This is an optimization exercise on Yosys and OpenROAD, whose aim is small area and few clock cycles per item, not a production implementation.
In this exercise RTL edits were held to simulation tests only and were not proved equivalent to the original.
Power and IR drop assume default switching activity.

==> inputs of wip/ember <==
==> flow/design.v <==
package mcer_pkg;
   localparam int CHANNELS  = 4;
   localparam int LEN_W     = 16;
   localparam int SCALE_W   = 16;
   localparam int TIMEOUT_W = 16;
   localparam int CNT_W     = 16;
   localparam int DIST_W    = 24;
   localparam int CSR_W     = 16;
   localparam int CSR_IDX_W = 2;
   localparam logic [CSR_IDX_W-1:0] CSR_CHANNEL_ENABLE = 2'd0;
   localparam logic [CSR_IDX_W-1:0] CSR_TIMEOUT_US     = 2'd1;
   localparam logic [CSR_IDX_W-1:0] CSR_DISTANCE_SCALE = 2'd2;
   localparam logic [CHANNELS-1:0]  ENABLE_RESET  = 4'hF;
   localparam logic [TIMEOUT_W-1:0] TIMEOUT_RESET = 16'd30000;
   localparam logic [SCALE_W-1:0]   SCALE_RESET   = 16'd1114;
   localparam logic [3:0] TRIG_TICKS      = 4'd12;
   localparam logic [3:0] TRIG_HIGH_TICKS = 4'd10;
   localparam logic [3:0] MULT_LAST       = 4'd15;
   typedef enum logic [1:0] {
      PH_IDLE,
      PH_TRIG,
      PH_MEASURE,
      PH_MULT
   } phase_type;
endpackage
module mcer_lane (
   input  logic                         clock,
   input  logic                         reset,
   input  logic                         step,       
   input  logic                         start,      
   input  logic                         measure,    
   input  logic                         finish,     
   input  logic                         mult,       
   input  logic                         enable,
   input  logic                         level,
   input  logic [mcer_pkg::SCALE_W-1:0] scale,
   output logic                         done_next,  
   output logic                         done,
   output logic [mcer_pkg::DIST_W-1:0]  distance
);
   localparam int W = mcer_pkg::LEN_W;
   logic         level_ff;
   logic         seen_ff, seen_next;
   logic         done_ff;
   logic [W-1:0] count_ff, count_in;
   logic [W-1:0] length_ff, length_in;
   logic [W:0]   sum;
   logic [W:0]   carry;
   logic [W-1:0] addend;
   logic         tick, rise, fall;
   always_comb begin
      tick = measure && enable;
      rise = tick && level && !level_ff;
      fall = tick && !level && level_ff && seen_ff;
      seen_next = !start && (seen_ff || rise);
      done_next = !start && (done_ff || fall);
      carry[0] = tick;
      for (int i = 0; i < W; i++) begin
         addend[i]  = mult && length_ff[0] && scale[i];
         sum[i]     = count_ff[i] ^ addend[i] ^ carry[i];
         carry[i+1] = (count_ff[i] & addend[i]) | (count_ff[i] & carry[i]) | (addend[i] & carry[i]);
      end
      sum[W] = carry[W];
      if (mult) begin
         count_in  = sum[W:1];
         length_in = {sum[0], length_ff[W-1:1]};
      end else begin
         count_in  = finish ? '0 : (rise ? W'(1) : sum[W-1:0]);
         length_in = fall ? count_ff : length_ff;
      end
   end
   always_ff @(posedge clock) begin
      if (reset) begin
         level_ff <= 1'b0;
         seen_ff  <= 1'b0;
         done_ff  <= 1'b0;
      end else begin
         if (step) level_ff <= level;
         seen_ff <= seen_next;
         done_ff <= done_next;
      end
      count_ff  <= count_in;
      length_ff <= length_in;
   end
   assign done     = done_ff;
   assign distance = {count_ff, length_ff[W-1:8]};
endmodule
module mcer_merge (
   input  logic                                          clock,
   input  logic                                          reset,
   input  logic                                          busy,
   input  logic                                          in_valid,
   output logic                                          in_ready,
   input  logic                                          in_trigger,
   input  logic                                          in_complete,
   input  logic [mcer_pkg::CHANNELS-1:0]                 lane_done,
   input  logic                                          lane_all_done,
   input  logic [mcer_pkg::CHANNELS*mcer_pkg::DIST_W-1:0] lane_distance,
   output logic                                          rsp_valid,
   input  logic                                          rsp_ready,
   output logic                                          rsp_trigger,
   output logic                                          rsp_complete,
   output logic [mcer_pkg::CHANNELS-1:0]                 rsp_done_mask,
   output logic                                          rsp_timed_out,
   output logic [mcer_pkg::CHANNELS*mcer_pkg::DIST_W-1:0] rsp_distance
);
   logic valid_ff;
   logic trigger_ff;
   logic complete_ff;
   assign rsp_valid = valid_ff && !busy;
   assign in_ready  = !busy && (!valid_ff || rsp_ready);
   always_ff @(posedge clock) begin
      if (reset) begin
         valid_ff <= 1'b0;
      end else if (in_valid && in_ready) begin
         valid_ff <= 1'b1;
      end else if (rsp_ready && rsp_valid) begin
         valid_ff <= 1'b0;
      end
      if (in_valid && in_ready) begin
         trigger_ff  <= in_trigger;
         complete_ff <= in_complete;
      end
   end
   always_comb begin
      rsp_trigger   = trigger_ff;
      rsp_complete  = complete_ff;
      rsp_done_mask = complete_ff ? lane_done : '0;
      rsp_timed_out = complete_ff && !lane_all_done;
      for (int i = 0; i < mcer_pkg::CHANNELS; i++) begin
         rsp_distance[i*mcer_pkg::DIST_W +: mcer_pkg::DIST_W] =
            rsp_done_mask[i] ? lane_distance[i*mcer_pkg::DIST_W +: mcer_pkg::DIST_W] : '0;
      end
   end
endmodule
module multi_channel_echo_ranger (
   input  logic                            clock,
   input  logic                            reset,
   input  logic                            req_valid,
   output logic                            req_ready,
   input  logic                            req_operation,
   input  logic [mcer_pkg::CHANNELS-1:0]   req_echo_levels,
   output logic                            rsp_valid,
   input  logic                            rsp_ready,
   output logic                            rsp_trigger,
   output logic                            rsp_complete,
   output logic [mcer_pkg::CHANNELS-1:0]   rsp_done_mask,
   output logic                            rsp_timed_out,
   output logic [mcer_pkg::DIST_W-1:0]     rsp_distance_0,
   output logic [mcer_pkg::DIST_W-1:0]     rsp_distance_1,
   output logic [mcer_pkg::DIST_W-1:0]     rsp_distance_2,
   output logic [mcer_pkg::DIST_W-1:0]     rsp_distance_3,
   input  logic                            csr_write_en,
   input  logic [mcer_pkg::CSR_IDX_W-1:0]  csr_index,
   input  logic [mcer_pkg::CSR_W-1:0]      csr_write_data
);
   localparam int CH = mcer_pkg::CHANNELS;
   logic [CH-1:0]                  channel_enable_ff;
   logic [mcer_pkg::TIMEOUT_W-1:0] timeout_ff;
   logic [mcer_pkg::SCALE_W-1:0]   scale_ff;
   mcer_pkg::phase_type            phase_ff, phase_in;
   logic [mcer_pkg::CNT_W-1:0]     count_ff, count_in, count_dec;
   logic                           accept;
   logic                           start;
   logic                           measure;
   logic                           mult;
   logic                           all_done;
   logic                           all_done_ff;
   logic                           expired;
   logic                           finish;
   logic                           trigger;
   logic [CH-1:0]                  lane_done_next;
   logic [CH-1:0]                  lane_done;
   logic [CH*mcer_pkg::DIST_W-1:0] lane_distance;
   logic [CH*mcer_pkg::DIST_W-1:0] rsp_distance;
   always_ff @(posedge clock) begin
      if (reset) begin
         channel_enable_ff <= mcer_pkg::ENABLE_RESET;
         timeout_ff        <= mcer_pkg::TIMEOUT_RESET;
         scale_ff          <= mcer_pkg::SCALE_RESET;
      end else if (csr_write_en) begin
         unique case (csr_index)
            mcer_pkg::CSR_CHANNEL_ENABLE: channel_enable_ff <= csr_write_data[CH-1:0];
            mcer_pkg::CSR_TIMEOUT_US:     timeout_ff        <= csr_write_data[mcer_pkg::TIMEOUT_W-1:0];
            mcer_pkg::CSR_DISTANCE_SCALE: scale_ff          <= csr_write_data[mcer_pkg::SCALE_W-1:0];
            default: ;
         endcase
      end
   end
   always_comb begin
      accept    = req_valid && req_ready;
      start     = accept && req_operation;
      mult      = (phase_ff == mcer_pkg::PH_MULT);
      measure   = accept && !req_operation && (phase_ff == mcer_pkg::PH_MEASURE);
      count_dec = count_ff - mcer_pkg::CNT_W'(mult || accept);
      all_done  = 1'b1;
      all_done_ff = 1'b1;
      for (int i = 0; i < CH; i++) begin
         if (channel_enable_ff[i] && !lane_done_next[i]) all_done = 1'b0;
         if (channel_enable_ff[i] && !lane_done[i]) all_done_ff = 1'b0;
      end
      expired  = (count_ff[mcer_pkg::CNT_W-1:1] == '0);
      finish   = measure && (all_done || expired);
      trigger  = 1'b0;
      phase_in = phase_ff;
      count_in = count_dec;
      if (start) begin
         phase_in = mcer_pkg::PH_TRIG;
         count_in = mcer_pkg::CNT_W'(mcer_pkg::TRIG_TICKS - 4'd1);
      end else if (mult) begin
         if (count_ff[3:0] == 4'd0) phase_in = mcer_pkg::PH_IDLE;
      end else if (accept && phase_ff == mcer_pkg::PH_TRIG) begin
         trigger = (count_ff[3:0] <= mcer_pkg::TRIG_HIGH_TICKS);
         if (count_ff[3:0] == 4'd1) begin
            phase_in = mcer_pkg::PH_MEASURE;
            count_in = timeout_ff;
         end
      end else if (finish) begin
         phase_in = mcer_pkg::PH_MULT;
         count_in = mcer_pkg::CNT_W'(mcer_pkg::MULT_LAST);
      end
   end
   always_ff @(posedge clock) begin
      if (reset) begin
         phase_ff <= mcer_pkg::PH_IDLE;
      end else begin
         phase_ff <= phase_in;
      end
      count_ff <= count_in;
   end
   for (genvar g = 0; g < CH; g++) begin : g_lane
      mcer_lane u_lane (
         .clock     (clock),
         .reset     (reset),
         .step      (accept),
         .start     (start),
         .measure   (measure),
         .finish    (finish),
         .mult      (mult),
         .enable    (channel_enable_ff[g]),
         .level     (req_echo_levels[g]),
         .scale     (scale_ff),
         .done_next (lane_done_next[g]),
         .done      (lane_done[g]),
         .distance  (lane_distance[g*mcer_pkg::DIST_W +: mcer_pkg::DIST_W])
      );
   end
   mcer_merge u_merge (
      .clock         (clock),
      .reset         (reset),
      .busy          (mult),
      .in_valid      (req_valid),
      .in_ready      (req_ready),
      .in_trigger    (trigger),
      .in_complete   (finish),
      .lane_done     (lane_done),
      .lane_all_done (all_done_ff),
      .lane_distance (lane_distance),
      .rsp_valid     (rsp_valid),
      .rsp_ready     (rsp_ready),
      .rsp_trigger   (rsp_trigger),
      .rsp_complete  (rsp_complete),
      .rsp_done_mask (rsp_done_mask),
      .rsp_timed_out (rsp_timed_out),
      .rsp_distance  (rsp_distance)
   );
   assign rsp_distance_0 = rsp_distance[0*mcer_pkg::DIST_W +: mcer_pkg::DIST_W];
   assign rsp_distance_1 = rsp_distance[1*mcer_pkg::DIST_W +: mcer_pkg::DIST_W];
   assign rsp_distance_2 = rsp_distance[2*mcer_pkg::DIST_W +: mcer_pkg::DIST_W];
   assign rsp_distance_3 = rsp_distance[3*mcer_pkg::DIST_W +: mcer_pkg::DIST_W];
endmodule
==> flow/run.sh <==
#!/bin/bash
# synth_recipe.tcl (not shown) runs the flow's synth.tcl, then flattens the netlist and writes it again
# the make line also repeats each setting of config.mk as NAME=value (left out here)
make -C /OpenROAD-flow-scripts/flow DESIGN_CONFIG=/design/flow/config.mk WORK_HOME=/design/flow/orfs CLKGATE_MAP_FILE= SYNTH_SCRIPT=/design/flow/synth_recipe.tcl finish
==> flow/config.mk <==
export PLATFORM = sky130hd
export DESIGN_NAME = multi_channel_echo_ranger
export DESIGN_NICKNAME = multi_channel_echo_ranger
export VERILOG_FILES = /design/flow/design.v
export SDC_FILE = /design/flow/constraint.sdc
export NUM_CORES = 4
export LEC_CHECK = 0
export ABC_AREA = 1
export CAP_MARGIN = 20
export CORE_MARGIN = 2
export CORE_UTILIZATION = 40
export PLACE_DENSITY = 0.6
export SLEW_MARGIN = 20
==> flow/constraint.sdc <==
create_clock -name core_clock -period 10.0 [get_ports {clock}]
set_input_delay 2.0000 -clock core_clock [delete_from_list [all_inputs] [get_ports {clock}]]
set_output_delay 2.0000 -clock core_clock [all_outputs]
set_load 0.01 [all_outputs]
==> wip/indigo: changes against wip/ember <==
--- a/flow/design.v
+++ b/flow/design.v
@@ -160,6 +160,7 @@
    logic [mcer_pkg::SCALE_W-1:0]   scale_ff;
    mcer_pkg::phase_type            phase_ff, phase_in;
    logic [mcer_pkg::CNT_W-1:0]     count_ff, count_in, count_dec;
+   logic [mcer_pkg::CNT_W:0]       borrow;
    logic                           accept;
    logic                           start;
    logic                           measure;
@@ -192,7 +193,11 @@
       start     = accept && req_operation;
       mult      = (phase_ff == mcer_pkg::PH_MULT);
       measure   = accept && !req_operation && (phase_ff == mcer_pkg::PH_MEASURE);
-      count_dec = count_ff - mcer_pkg::CNT_W'(mult || accept);
+      borrow[0] = mult || accept;
+      for (int i = 0; i < mcer_pkg::CNT_W; i++) begin
+         count_dec[i]  = count_ff[i] ^ borrow[i];
+         borrow[i+1]   = borrow[i] && !count_ff[i];
+      end
       all_done  = 1'b1;
       all_done_ff = 1'b1;
       for (int i = 0; i < CH; i++) begin
==> flow/flow/run.sh (new file) <==
#!/bin/bash
# The standard layout (the standard.sh, standard synthesis unchanged), with
# - the port buffers that buffer_ports inserts made the smallest buffer cell, buf_1;
# - clock tree synthesis with clkbuf_4 or clkbuf_8 buffers and no dummy loads.
set -euo pipefail
bash standard.sh \
   BUFFER_PORTS_ARGS="-buffer_cell sky130_fd_sc_hd__buf_1" \
   CTS_ARGS="-sink_clustering_enable -repair_clock_nets -buf_list {sky130_fd_sc_hd__clkbuf_4 sky130_fd_sc_hd__clkbuf_8} -dont_use_dummy_load" \
   finish > standard.log 2>&1
==> flow/standard.sh (new file) <==
#!/bin/bash
# synth_recipe.tcl (not shown) runs the flow's synth.tcl, then flattens the netlist and writes it again
# the make line also repeats each setting of config.mk as NAME=value (left out here)
make -C /OpenROAD-flow-scripts/flow DESIGN_CONFIG=/design/flow/config.mk WORK_HOME=/design/flow/orfs CLKGATE_MAP_FILE= SYNTH_SCRIPT=/design/flow/synth_recipe.tcl "${@:-finish}"
removed: flow/run.sh
==> notes <==
- wip/indigo produced a clean layout. wip/ember completed without violations.
- In wip/indigo the setup slack is higher than in wip/ember, by 0.17 ns.
- Against wip/ember, the clock power of wip/indigo is smaller by about 44%.
- In wip/indigo the register-to-register slack is lower than in wip/ember, by 0.24 ns.
- Against wip/indigo, the via count of wip/ember is higher by 3.3%.
- Flip-flop and latch count is the same in wip/ember and wip/indigo.
- Combinational power: wip/indigo is lower than wip/ember (7.4%).
==> figures <==
Result of the run: wip/ember complete, no violations; wip/indigo complete, no violations
Startpoint of the most critical hold path: wip/ember timeout_ff[14]; wip/indigo g_lane[1].u_lane.seen_ff
Via density per instance: wip/ember 4.965; wip/indigo 4.929
Part of the total power dissipated in combinational logic: wip/ember 0.273; wip/indigo 0.295
Total number of vias: wip/ember 8004; wip/indigo 7749
Multi-input combinational cell count: wip/ember 754; wip/indigo 729
Ratio of layout area to synthesized area: wip/ember 1.2309x; wip/indigo 1.0990x
Initial antenna violation count: wip/ember 0; wip/indigo 1
Placed cell count: wip/ember 1579; wip/indigo 1555
Max VDD drop: wip/ember 101.2 µV; wip/indigo 74.88 µV
Core box area: wip/ember 24320 µm²; wip/indigo 24250 µm²
Wire length on met3: wip/ember 1119 µm; wip/indigo 1363 µm
Top cell type's share of synthesized area: wip/ember 0.2654; wip/indigo 0.2657
Testbench counts of wip/ember, summed over its fixed seeds: cycles 157,232, items 151,224.
Testbench counts of wip/indigo, summed over its fixed seeds: cycles 157,232, items 151,224.

[re-timing with driven ports]
How much do the figures lean on ideal ports? The routed layouts below were timed once more, with nothing changed but the port constraints.
Step 1 sets driving cells, clkbuf_16 on the clock port and buf_2 on the other inputs (assumed; they add their load-dependent delay and slew).
Step 2, shift: input delay + t, output delay - t, t = (earliest + latest rising clock arrival at the registers) / 2. This alone moves slack from input paths to output paths.
Slacks: ideal ports / drivers / drivers and shift; pairs: ideal ports / drivers.
| run | shift t [ns] | setup WS [ns] | worst setup path at the end | pins driven straight from the clock port |
|---|---|---|---|---|
| wip/ember | 0.474 | 0.335 / 0.359 / -0.115 | input to register | 1 |
| wip/indigo | 0.500 | 0.507 / 0.525 / 0.024 | input to register | 1 |
Met with ideal ports but missed after step 2: setup timing in wip/ember. For wip/indigo, which loses most, drivers alone change the setup slack by +0.018 ns; drivers and shift together by -0.483 ns.
